From an optimization exercise on the open Yosys and OpenROAD flow, aimed at small area and a short achievable clock period; shortcuts taken in it are not production practice.
Only simulation tests tie the RTL to the original design; equivalence was not proved.
No activity file was given, so power comes from the tool's default toggle rates.

## cdma_img_fifo_128x11
module cdma_img_fifo_128x11
(
  input  logic             clk,
  input  logic             reset,
  input  logic             wr_req,
  output logic             wr_ready,
  input  logic [cdma_img_fifo_128x11_pkg::WIDTH-1:0] wr_data,
  output logic             rd_req,
  input  logic             rd_ready,
  output logic [cdma_img_fifo_128x11_pkg::WIDTH-1:0] rd_data,
  input  logic [31:0]      pwrbus_ram_pd
);
  logic  wr_req_in_r;                        
  cdma_img_fifo_128x11_pkg::data_t wr_data_in_r;
  logic  wr_ready_r;                         
  logic  wr_full_r;                          
  cdma_img_fifo_128x11_pkg::cnt_t  wr_count_r;
  logic [7:0]  wr_lo_r;                      
  logic [15:0] wr_hi_r;                      
  logic  wr_popping_r;                       
  logic  rd_pushing_r;                       
  cdma_img_fifo_128x11_pkg::cnt_t  rd_count_r;
  logic [7:0]  rd_lo_r;                      
  logic [15:0] rd_hi_r;                      
  logic [15:0] rd_hi2_r;                     
  logic  rd_req_p_r;                         
  logic  rd_req_int_r;                       
  cdma_img_fifo_128x11_pkg::data_t rd_data_a_r;    
  cdma_img_fifo_128x11_pkg::data_t rd_data_b_r;    
  cdma_img_fifo_128x11_pkg::data_t ram_qa_s;
  cdma_img_fifo_128x11_pkg::data_t ram_qb_s;
  logic  wr_accept_s;
  logic  wr_reserving_s;
  logic  wr_inc_s;
  logic  wr_dec_s;
  logic  wr_full_next_s;
  logic  wr_req_in_next_s;
  cdma_img_fifo_128x11_pkg::cnt_t  wr_count_next_s;
  logic  rd_popping_s;
  logic  rd_inc_s;
  logic  rd_dec_s;
  ...
clock: 4.2 ns
lec_check: 0
abc_clock_period_in_ps: 2200
cap_margin: 20
core_margin: 2
core_utilization: 65
cts_cluster_diameter: 80
cts_cluster_size: 28
setup_slack_margin: 2.2
slew_margin: 20
run.sh (not shown) runs the stock make flow with config.mk's settings and CLKGATE_MAP_FILE= SYNTH_SCRIPT=/design/flow/synth_recipe.tcl, a recipe that flattens the netlist after the stock synthesis.
Rerun with:
Settings changed: CORE_UTILIZATION 65 to 70, SETUP_SLACK_MARGIN 2.2 to 2.0.
Effect: Combinational power is lower by roughly a tenth. Worst setup slack improves by 0.015 ns. Routed wire length came out lower by roughly a tenth. Count of clock-buffer cells in the layout falls by 2. Power falls slightly. Area after synthesis is unchanged. Cell area came out lower by a few percent. Via count decreases by a few percent. Final cell count fell by a few percent. Fmax goes up slightly. Utilization rises by 1.2 points.
Rerun with:
Settings changed: CORE_UTILIZATION 70 to 65, CTS_CLUSTER_DIAMETER 80 to 60, CTS_CLUSTER_SIZE 28 to 24.
Critical path depth rose by 1.
Combinational power rose by about 8%.
Count of clock-buffer cells in the layout rose by 1.
Via count rose by 1.6%.
Rerun with:
Settings changed: CTS_CLUSTER_DIAMETER 60 to 80, CTS_CLUSTER_SIZE 24 to 28.
The changed run finished clean.
Worst hold slack barely changes.
Die area is unchanged.
Final area falls by 2.6%.
Global-route usage came out lower by 0.30 points.
Combinational power went down by about 0.7%.
Power fell by 10%.
Setup slack is worse by 0.020 ns.
Via count falls by 1.7%.
Sequential cell count is unchanged.
Clock power went down by about 27%.
Clock skew came out lower by 0.0057 ns.


Setup of run A:
Another version of the RTL of cdma_img_fifo_128x11 (not shown whole).
For scale: roughly 3000 cells after synthesis, about 1500 flip-flops, ~60 I/O pins, ~55000 sq um of cells after synthesis.
make LEC_CHECK=0 ABC_CLOCK_PERIOD_IN_PS=2200 CAP_MARGIN=20 CORE_MARGIN=2 CORE_UTILIZATION=75 CTS_CLUSTER_DIAMETER=80 CTS_CLUSTER_SIZE=30 SETUP_SLACK_MARGIN=2.0 SLEW_MARGIN=20 finish   # period 4.2 ns
Run A finished end to end and its layout was clean on timing, DRC and antenna.
What run B does differently from run A at the input level:
# run A
export LEC_CHECK = 0
export ABC_CLOCK_PERIOD_IN_PS = 2200
export CAP_MARGIN = 20
export CORE_MARGIN = 2
export CORE_UTILIZATION = 75
export CTS_CLUSTER_DIAMETER = 80
export CTS_CLUSTER_SIZE = 30
export SETUP_SLACK_MARGIN = 2.0
export SLEW_MARGIN = 20
create_clock -name core_clock -period 4.2 [get_ports {clk}]
# run B
export LEC_CHECK = 0
export ABC_CLOCK_PERIOD_IN_PS = 2200
export CAP_MARGIN = 20
export CORE_MARGIN = 2
export CORE_UTILIZATION = 62
export CTS_CLUSTER_DIAMETER = 80
export CTS_CLUSTER_SIZE = 28
export SETUP_SLACK_MARGIN = 2.3
export SLEW_MARGIN = 20
create_clock -name core_clock -period 4.2 [get_ports {clk}]
==> comparison <==
- Run B: all stages complete, timing, DRC and antenna checks passed
- The flow did not stop early for run A: all stages ran, and the layout cleared the timing, DRC and antenna checks.
- Run A has lower overall routed net length than run B.
- The maximum clock skew at final layout in run B sits 3.2 ps below the value recorded for run A.
- Logic gate share of total power, run B and run A, higher one = run B.
--- input diff run B..run C ---
# run B
export LEC_CHECK = 0
export ABC_CLOCK_PERIOD_IN_PS = 2200
export CAP_MARGIN = 20
export CORE_MARGIN = 2
export CORE_UTILIZATION = 62
export CTS_CLUSTER_DIAMETER = 80
export CTS_CLUSTER_SIZE = 28
export SETUP_SLACK_MARGIN = 2.3
export SLEW_MARGIN = 20
create_clock -name core_clock -period 4.2 [get_ports {clk}]
# run C
export LEC_CHECK = 0
export ABC_CLOCK_PERIOD_IN_PS = 2200
export CAP_MARGIN = 20
export CORE_MARGIN = 2
export CORE_UTILIZATION = 65
export CTS_CLUSTER_DIAMETER = 80
export CTS_CLUSTER_SIZE = 30
export SETUP_SLACK_MARGIN = 2.0
export SLEW_MARGIN = 20
create_clock -name core_clock -period 4.2 [get_ports {clk}]
==> comparison <==
Delta (run C minus run B): overall fraction of global-route tracks in use closely matched the old numbers, number of logic inverters in the finished layout moved down, final count of pins violating max slew now sits at about the same level. Run C vs. run B: met3 track demand over resource in global routing now larger; worst hold margin now larger. The post-layout minimum cycle time number comes out lower for run C vs run B. [run C] row count fell 2 relative to run B. Compared with run B, run C shows a lower part of the cycle the worst path needs. Diff run B and run C: aggregate routed wire length lower in run C. Initial core utilization, run B and run C: higher on run C. The met2 track utilization from global routing of run C exceeds that of run B by 0.16 points.

==> static timing again, ports no longer ideal <==
Ports are ideal in the flow. The routed layouts listed here were re-timed in OpenROAD. Step 1 (the two cells are an assumption about what drives the block):
set clk [get_ports {clk}]
set_driving_cell -lib_cell sky130_fd_sc_hd__clkbuf_16 $clk
set_driving_cell -lib_cell sky130_fd_sc_hd__buf_2 [delete_from_list [all_inputs] $clk]
Step 2 adds t to the input delays and takes it off the output delays; t is the mean of the earliest and latest rising clock arrival at the registers after step 1. Input paths then give back, and output paths get back, about the clock's delay inside the block. a / b / c = no drivers / after step 1 / after step 2; a / b = the first two.
run | shift t [ns] | setup slack, ns | hold WS [ns] | clock arrival spread, ns | worst register clock-pin slew, ns
the first run of note 1 | 0.748 | 1.896 / 1.830 / 1.538 | 0.520 / 0.520 / 0.520 | 0.027 / 0.027 | 0.11 / 0.11
the second run of note 1 | 0.743 | 1.911 / 1.847 / 1.634 | 0.499 / 0.446 / 0.526 | 0.026 / 0.026 | 0.12 / 0.12
the third run of note 1 | 0.740 | 1.928 / 1.863 / 1.653 | 0.521 / 0.496 / 0.521 | 0.035 / 0.035 | 0.10 / 0.10
the fourth run of note 1 | 0.756 | 1.908 / 1.832 / 1.355 | 0.518 / 0.518 / 0.518 | 0.029 / 0.030 | 0.11 / 0.11
run A | 0.752 | 1.717 / 1.717 / 1.267 | 0.514 / 0.514 / 0.514 | 0.030 / 0.030 | 0.12 / 0.12
run B | 0.777 | 1.753 / 1.754 / 1.498 | 0.506 / 0.506 / 0.506 | 0.021 / 0.020 | 0.11 / 0.11
run C | 0.746 | 1.843 / 1.843 / 1.490 | 0.516 / 0.516 / 0.516 | 0.024 / 0.023 | 0.12 / 0.12
After both steps every run listed still meets setup and hold. The setup slack of the fourth run of note 1, which loses most, moves by -0.076 ns with the drivers and by -0.553 ns with both steps.
